From an optimization exercise on the open Yosys and OpenROAD flow, aimed at small area; shortcuts taken in it are not production practice. Only simulation tests tie the RTL to the original design; equivalence was not proved. Power figures rest on the tool's default switching activity, not on a simulated workload.

**flow/config.mk**
```make
export PLATFORM = sky130hd
export DESIGN_NAME = regfile_top
export DESIGN_NICKNAME = regfile_top
export VERILOG_FILES = /design/flow/design.v
export SDC_FILE = /design/flow/constraint.sdc
export NUM_CORES = 4
export LEC_CHECK = 0
export CAP_MARGIN = 20
export CORE_MARGIN = 2
export CORE_UTILIZATION = 30
export PLACE_DENSITY = 0.33
export SLEW_MARGIN = 20
```
**flow/constraint.sdc**
```tcl
create_clock -name core_clock -period 6.0 [get_ports {i_clk}]
set_input_delay 1.2000 -clock core_clock [delete_from_list [all_inputs] [get_ports {i_clk}]]
set_output_delay 1.2000 -clock core_clock [all_outputs]
set_load 0.01 [all_outputs]
```
**flow/design.v**
```verilog
package regfile_pkg;
  localparam int XLEN_DEF  = 32;
  localparam int NREGS_DEF = 32;
  function automatic int addr_w(input int n);
    addr_w = (n > 2) ? $clog2(n) : 1;
  endfunction
  typedef logic [XLEN_DEF-1:0]          xword_t;
  typedef logic [addr_w(NREGS_DEF)-1:0] regaddr_t;
endpackage
module regfile_wr_arb
#(
  parameter int XLEN     = regfile_pkg::XLEN_DEF,
  parameter int NREGS    = regfile_pkg::NREGS_DEF,
  parameter int NWR      = 1,
  parameter int ZERO_REG = 1,
  localparam int AW      = regfile_pkg::addr_w(NREGS)
) (
  input  logic [AW-1:0]       i_addr,
  input  logic [NWR-1:0]      i_wr_en,
  input  logic [NWR*AW-1:0]   i_wr_addr,
  input  logic [NWR*XLEN-1:0] i_wr_data,
  output logic [NWR-1:0]      o_win_oh,
  output logic [XLEN-1:0]     o_data,
  output logic                o_hit
);
  logic w_blocked;
  assign w_blocked = (ZERO_REG != 0) && (i_addr == '0);
  always_comb begin
    o_win_oh = '0;
    o_data   = '0;
    o_hit    = 1'b0;
    for (int p = 0; p < NWR; p++) begin
      if (i_wr_en[p] && (i_wr_addr[p*AW +: AW] == i_addr) && !w_blocked) begin
        o_win_oh    = '0;
        o_win_oh[p] = 1'b1;
        o_data      = i_wr_data[p*XLEN +: XLEN];
        o_hit       = 1'b1;
      end
    end
  end
endmodule
module regfile_mp
#(
  parameter int XLEN     = regfile_pkg::XLEN_DEF,
  parameter int NREGS    = regfile_pkg::NREGS_DEF,
  parameter int NRD      = 2,
  parameter int NWR      = 1,
  parameter int ZERO_REG = 1,
  localparam int AW      = regfile_pkg::addr_w(NREGS)
) (
  input  logic                i_clk,
  input  logic                i_reset,
  input  logic [NRD-1:0]      i_rd_en,
  input  logic [NRD*AW-1:0]   i_rd_addr,
  output logic [NRD*XLEN-1:0] o_rd_data,
  output logic [NRD-1:0]      o_rd_busy,
  input  logic [NWR-1:0]      i_wr_en,
  input  logic [NWR*AW-1:0]   i_wr_addr,
  input  logic [NWR*XLEN-1:0] i_wr_data,
  input  logic                i_resv_en,
  input  logic [AW-1:0]       i_resv_addr,
  input  logic                i_flush
);
  logic [XLEN-1:0]  w_mem [NREGS];
  logic [NREGS-1:0] w_wr_clr;
  logic [NREGS-1:0] r_busy;
  logic [NREGS-1:0] w_busy_nxt;
  logic             w_resv_ok;
  for (genvar g = 0; g < NREGS; g++) begin : g_reg
    localparam logic [AW-1:0] C_ADDR = AW'(g);
    logic [NWR-1:0]  w_oh;
    logic [XLEN-1:0] w_data;
    logic            w_hit;
    logic [XLEN-1:0] r_val;
    regfile_wr_arb #(
      .XLEN     (XLEN),
      .NREGS    (NREGS),
      .NWR      (NWR),
      .ZERO_REG (ZERO_REG)
    ) u_arb (
      .i_addr    (C_ADDR),
      .i_wr_en   (i_wr_en),
      .i_wr_addr (i_wr_addr),
      .i_wr_data (i_wr_data),
      .o_win_oh  (w_oh),
      .o_data    (w_data),
      .o_hit     (w_hit)
    );
    always_ff @(posedge i_clk or posedge i_reset) begin
      if (i_reset) begin
        r_val <= '0;
      end else if (w_hit) begin
        r_val <= w_data;
      end
    end
    assign w_mem[g]    = r_val;
    assign w_wr_clr[g] = |w_oh;
  end
  assign w_resv_ok = i_resv_en && !((ZERO_REG != 0) && (i_resv_addr == '0));
  always_comb begin
    w_busy_nxt = r_busy & ~w_wr_clr;
    if (w_resv_ok) begin
      w_busy_nxt[i_resv_addr] = 1'b1;
    end
    if (i_flush) begin
      w_busy_nxt = '0;
    end
  end
  always_ff @(posedge i_clk or posedge i_reset) begin
    if (i_reset) begin
      r_busy <= '0;
    end else begin
      r_busy <= w_busy_nxt;
    end
  end
  for (genvar i = 0; i < NRD; i++) begin : g_rd
    logic [AW-1:0]   w_addr;
    logic [NWR-1:0]  w_byp_oh;
    logic [XLEN-1:0] w_byp_data;
    logic            w_byp_hit;
    logic            w_zero;
    logic [XLEN-1:0] w_data_rd;
    logic            w_busy_rd;
    logic [XLEN-1:0] r_data;
    logic            r_bsy;
    assign w_addr = i_rd_addr[i*AW +: AW];
    assign w_zero = (ZERO_REG != 0) && (w_addr == '0);
    regfile_wr_arb #(
      .XLEN     (XLEN),
      .NREGS    (NREGS),
      .NWR      (NWR),
      .ZERO_REG (ZERO_REG)
    ) u_byp (
      .i_addr    (w_addr),
      .i_wr_en   (i_wr_en),
      .i_wr_addr (i_wr_addr),
      .i_wr_data (i_wr_data),
      .o_win_oh  (w_byp_oh),
      .o_data    (w_byp_data),
      .o_hit     (w_byp_hit)
    );
    assign w_data_rd = w_byp_hit ? w_byp_data : w_mem[w_addr];
    assign w_busy_rd = r_busy[w_addr] & ~(|w_byp_oh);
    always_ff @(posedge i_clk or posedge i_reset) begin
      if (i_reset) begin
        r_data <= '0;
        r_bsy  <= 1'b0;
      end else if (i_rd_en[i]) begin
        r_data <= w_zero ? '0 : w_data_rd;
        r_bsy  <= w_zero ? 1'b0 : w_busy_rd;
      end
    end
    assign o_rd_data[i*XLEN +: XLEN] = r_data;
    assign o_rd_busy[i]              = r_bsy;
  end
endmodule
module regfile_top (
  input  logic          i_clk,
  input  logic          i_reset,
  input  logic [1:0]    i_rd_en,
  input  logic [9:0]    i_rd_addr,
  output logic [63:0]   o_rd_data,
  output logic [1:0]    o_rd_busy,
  input  logic [1:0]    i_wr_en,
  input  logic [9:0]    i_wr_addr,
  input  logic [63:0]   i_wr_data,
  input  logic          i_resv_en,
  input  logic [4:0]    i_resv_addr,
  input  logic          i_flush
);
  regfile_mp #(
    .XLEN     (32),
    .NREGS    (32),
    .NRD      (2),
    .NWR      (2),
    .ZERO_REG (1)
  ) u_rf (
    .i_clk       (i_clk),
    .i_reset     (i_reset),
    .i_rd_en     (i_rd_en),
    .i_rd_addr   (i_rd_addr),
    .o_rd_data   (o_rd_data),
    .o_rd_busy   (o_rd_busy),
    .i_wr_en     (i_wr_en),
    .i_wr_addr   (i_wr_addr),
    .i_wr_data   (i_wr_data),
    .i_resv_en   (i_resv_en),
    .i_resv_addr (i_resv_addr),
    .i_flush     (i_flush)
  );
endmodule
```
**flow/run.sh**
```bash
#!/bin/bash
# synth_recipe.tcl (not shown) runs the flow's synth.tcl, then flattens the netlist and writes it again
# the make line also repeats each setting of config.mk as NAME=value (left out here)
make -C /OpenROAD-flow-scripts/flow DESIGN_CONFIG=/design/flow/config.mk WORK_HOME=/design/flow/orfs CLKGATE_MAP_FILE= SYNTH_SCRIPT=/design/flow/synth_recipe.tcl finish
```
==> impl_metrics.json <==
{
  "status": "timing/DRC/antenna clean",
  "period_needed_ns": 4.144,
  "antenna_found_initial": 56,
  "firstDrtPassIters": 8,
  "clk_path_buf_depth": 3,
  "cts_buffers": 148,
  "cp.required_ns": 6.71,
  "root_buffer": "clkbuf_16",
  "core-area_mm2": 0.2174,
  "cp-start-kind": "input port",
  "fin_ws_ns": 1.856,
  "synthArstFlopShare": 1.000,
  "cts_tree": "built",
  "powerDensity_mw_per_mm2": 339.8,
  "cp-end-kind": "flop",
  "start_util": 0.3020,
  "ant_nets": 0,
  "synthToLayoutAreaGrowth_pct": 17.10,
  "yosysUniqueCellTypes": 89,
  "crit_type": "input port to flop",
  "io_buffer_count": 162,
  "die_h_um": 471.8,
  "fill_cells": 22150,
  "grt_pass1_vias": 63380,
  "hold_viol": 0,
  "ctsHoldBuffers": 0,
  "fin_hold_ws_ns": 0.5262,
  "wl_per_cell_um": 50.31,
  "post_cts_resized": 0,
  "rows": 171,
  "finalCritPeriodShare": 0.6907,
  "dp_hpwl_um": 320300,
  "rsz0062_at_grt": "no",
  "arrival_ns": 4.86,
  "gp_congestion": 0.9598,
  "drc": 0,
  "ys_seq_area_frac": 0.4155,
  "place_ws_ns": 1.289,
  "synth_top_area_share": 0.4155,
  "ys.flop_type": "dfrtp_1",
  "synth_area_leader_cell": "dfrtp_1",
  "grt_pass1_wl_um": 660100,
  "synthesis.area_mm2": 0.06564,
  "ys_ff_latch": 1090,
  "drv_slew": 0,
  "cts_sinks": 1090,
  "yosys_warnings": 3,
  "h-tree-depth": 4,
  "drive_above_1_share": 0.1156,
  "via_per_inst": 6.812,
  "track_usage": 0.4457,
  "skew_ns": 0.02343,
  "dpl_cell_area_mm2": 0.07175,
  "globalRouteOverflowTotal": 0,
  "cts.clk_slew.worst_paths_ns": 0.06,
  "cts_setup_buffers": 0,
  "dieArea_mm2": 0.2226,
  "syn_inst": 7352,
  "fp.dieW_um": 471.8,
  "hold_class": "flop to flop",
  "vias": 69280,
  "peakVddDrop_v": 0.0002503,
  "synth_edf_count": 0,
  "setup_viol": 0,
  "nNetsFinal": 7279,
  "tightest_slew_ns": 1.333,
  "ios": 163,
  "crit_fanout": 25,
  "insertion_delay_ns": 0.84,
  "grt_max_degree": 137,
  "max_clock_freq_mhz": 241.3,
  "setup_tns_ns": 0,
  "synthTopCellsByArea": "dfrtp_1 (42%), mux2i_1 (15%), a22oi_1 (7.5%), a21oi_1 (5.4%), nor2_1 (4.3%)",
  "drt-total-wl_um": 511600,
  "drv_cap": 0,
  "syn_nets": 7453,
  "drt_iter0_markers": 11100,
  "p_leak_nw": 31.48,
  "synth.avg_cell_area_um2": 8.928,
  "final_area_mm2": 0.07687,
  "maxSlewHeadroom": 0.1077,
  "final_util": 0.3536
}
[layer usage]
metal,track usage,routed length (um),vias up
li1,-,-,26650
met1,0.5801,205900,35520
met2,0.6580,217200,5395
met3,0.1143,49530,1678
met4,0.2793,38750,44
met5,0.001298,335,-
[worst paths after layout]
kind | to | startpoint | depth (start not counted) | slack [ns]
max | u_rf.g_rd[0].r_data[26] | i_rd_addr[4] | 11 | 1.86
min reg2reg | u_rf.g_rd[1].r_bsy | u_rf.g_rd[1].r_bsy | 1 | 0.53
min | u_rf.g_rd[1].r_bsy | u_rf.g_rd[1].r_bsy | 1 | 0.53
max in group asynchronous | u_rf.g_reg[18].r_val[12] | i_reset | 4 | 3.62
min in group asynchronous | u_rf.g_reg[21].r_val[24] | i_reset | 2 | 0.82
max reg2reg | u_rf.g_rd[0].r_data[30] | u_rf.g_reg[15].r_val[30] | 7 | 3.40
[Yosys cell counts, types with 27 or more instances]
library cell     n
a221oi_1        82
buf_1           64
dfrtp_1       1090
o21ai_0        539
mux2i_1        962
nand2_1        680
clkbuf_1       521
nand3_1        105
buf_4           35
nand4_1        129
and3_1          27
a22o_1          87
nand2b_1        32
o221ai_1        41
nor2_1         760
a22oi_1        656
buf_2          240
a21oi_1        714
nor3_1          63
[kinds of logic (layout without fill, tap and decap cells)]
kind of cell	Yosys count	in the layout	synth area share
simple gates	1984	1984	0.1351
compound gates	2364	2364	0.2319
flops	1090	1090	0.4155
xor+xnor	20	20	0.002669
other cells	0	33	0
fa+ha+maj	4	4	0.0007625
mux	988	988	0.1542
buf+inv	902	833	0.05976
[per-stage QoR]
step	power [mW]	instances
floorplan	13.44	7352
global placement	16.36	9877
detailed placement	16.41	9881
CTS	25.92	10140
global route	26.87	10140
finish	26.12	10170
[layout by cell type, fill, tap and decap left out, types with 21 or more instances in the layout]
cell,count
o221ai_1,41
and3_1,21
a22oi_1,656
nand3_1,105
a221oi_1,82
o21ai_0,539
a32o_1,21
nor2_4,79
nor3_1,58
nand2_1,656
buf_4,320
nand2_4,23
a211oi_1,22
clkdlybuf4s50_1,152
clkbuf_16,152
a32oi_1,24
nor2_1,703
buf_12,71
clkbuf_8,36
nand4_1,129
a21oi_1,713
nor4_1,22
mux2i_1,962
a22o_1,87
dfrtp_1,1090
nand2b_1,30
diode_2,33
clkbuf_1,27
[layout make-up]
cell class | count | area, um^2 | area share
multi-input cells | 5360 | 35370 | 0.4601
flip-flops and latches | 1090 | 27280 | 0.3549
repair buffers | 550 | 5458 | 0.07100
clock buffers | 215 | 4400 | 0.05725
well taps | 2854 | 3571 | 0.04646
clock inverters | 40 | 599.3 | 0.007797
inverters | 28 | 110.1 | 0.001432
diodes | 33 | 82.58 | 0.001074
[power by group]
group	total, mW	switching, mW	internal, mW
logic	4.62	2.71	1.91
registers	12.0	2.74	9.24
clock network	9.52	3.89	5.62
[critical path: stages]
cell and delay [ns]:
buf_4 0.30, buf_4 0.49, nor4_4 0.11, buf_4 0.32
o21ai_0 0.27, nand3_1 0.25, nor2_2 1.03, buf_4 0.33
a22o_1 0.23, nand2_1 0.14, o311ai_1 0.13
[state kept, by name (all words and copies together) (netlist names)]
register,count
u_rf.g.r_val,992
u_rf.g_rd.r_bsy,2
u_rf.g_rd.r_data,64
u_rf.r_busy,32

[afterwards: timing with drivers on the ports]
Ports are ideal in the flow. The routed layout listed here was re-timed in OpenROAD.
Step 1, drivers: a clkbuf_16 drives i_clk and a buf_2 each remaining input, both assumed.
Step 2, shift: input delay + t, output delay - t, t = (earliest + latest rising clock arrival at the registers) / 2. This alone moves slack from input paths to output paths.
Three values: ideal, step 1, step 2; two values: the first two.
shift t [ns]: 0.917
setup slack, ns: 1.856 / 1.920 / 1.003
hold slack, ns: 0.526 / 0.526 / 0.526
After both steps setup and hold are still met in this run. For this run, drivers alone change the setup slack by +0.064 ns; drivers and shift together by -0.853 ns.
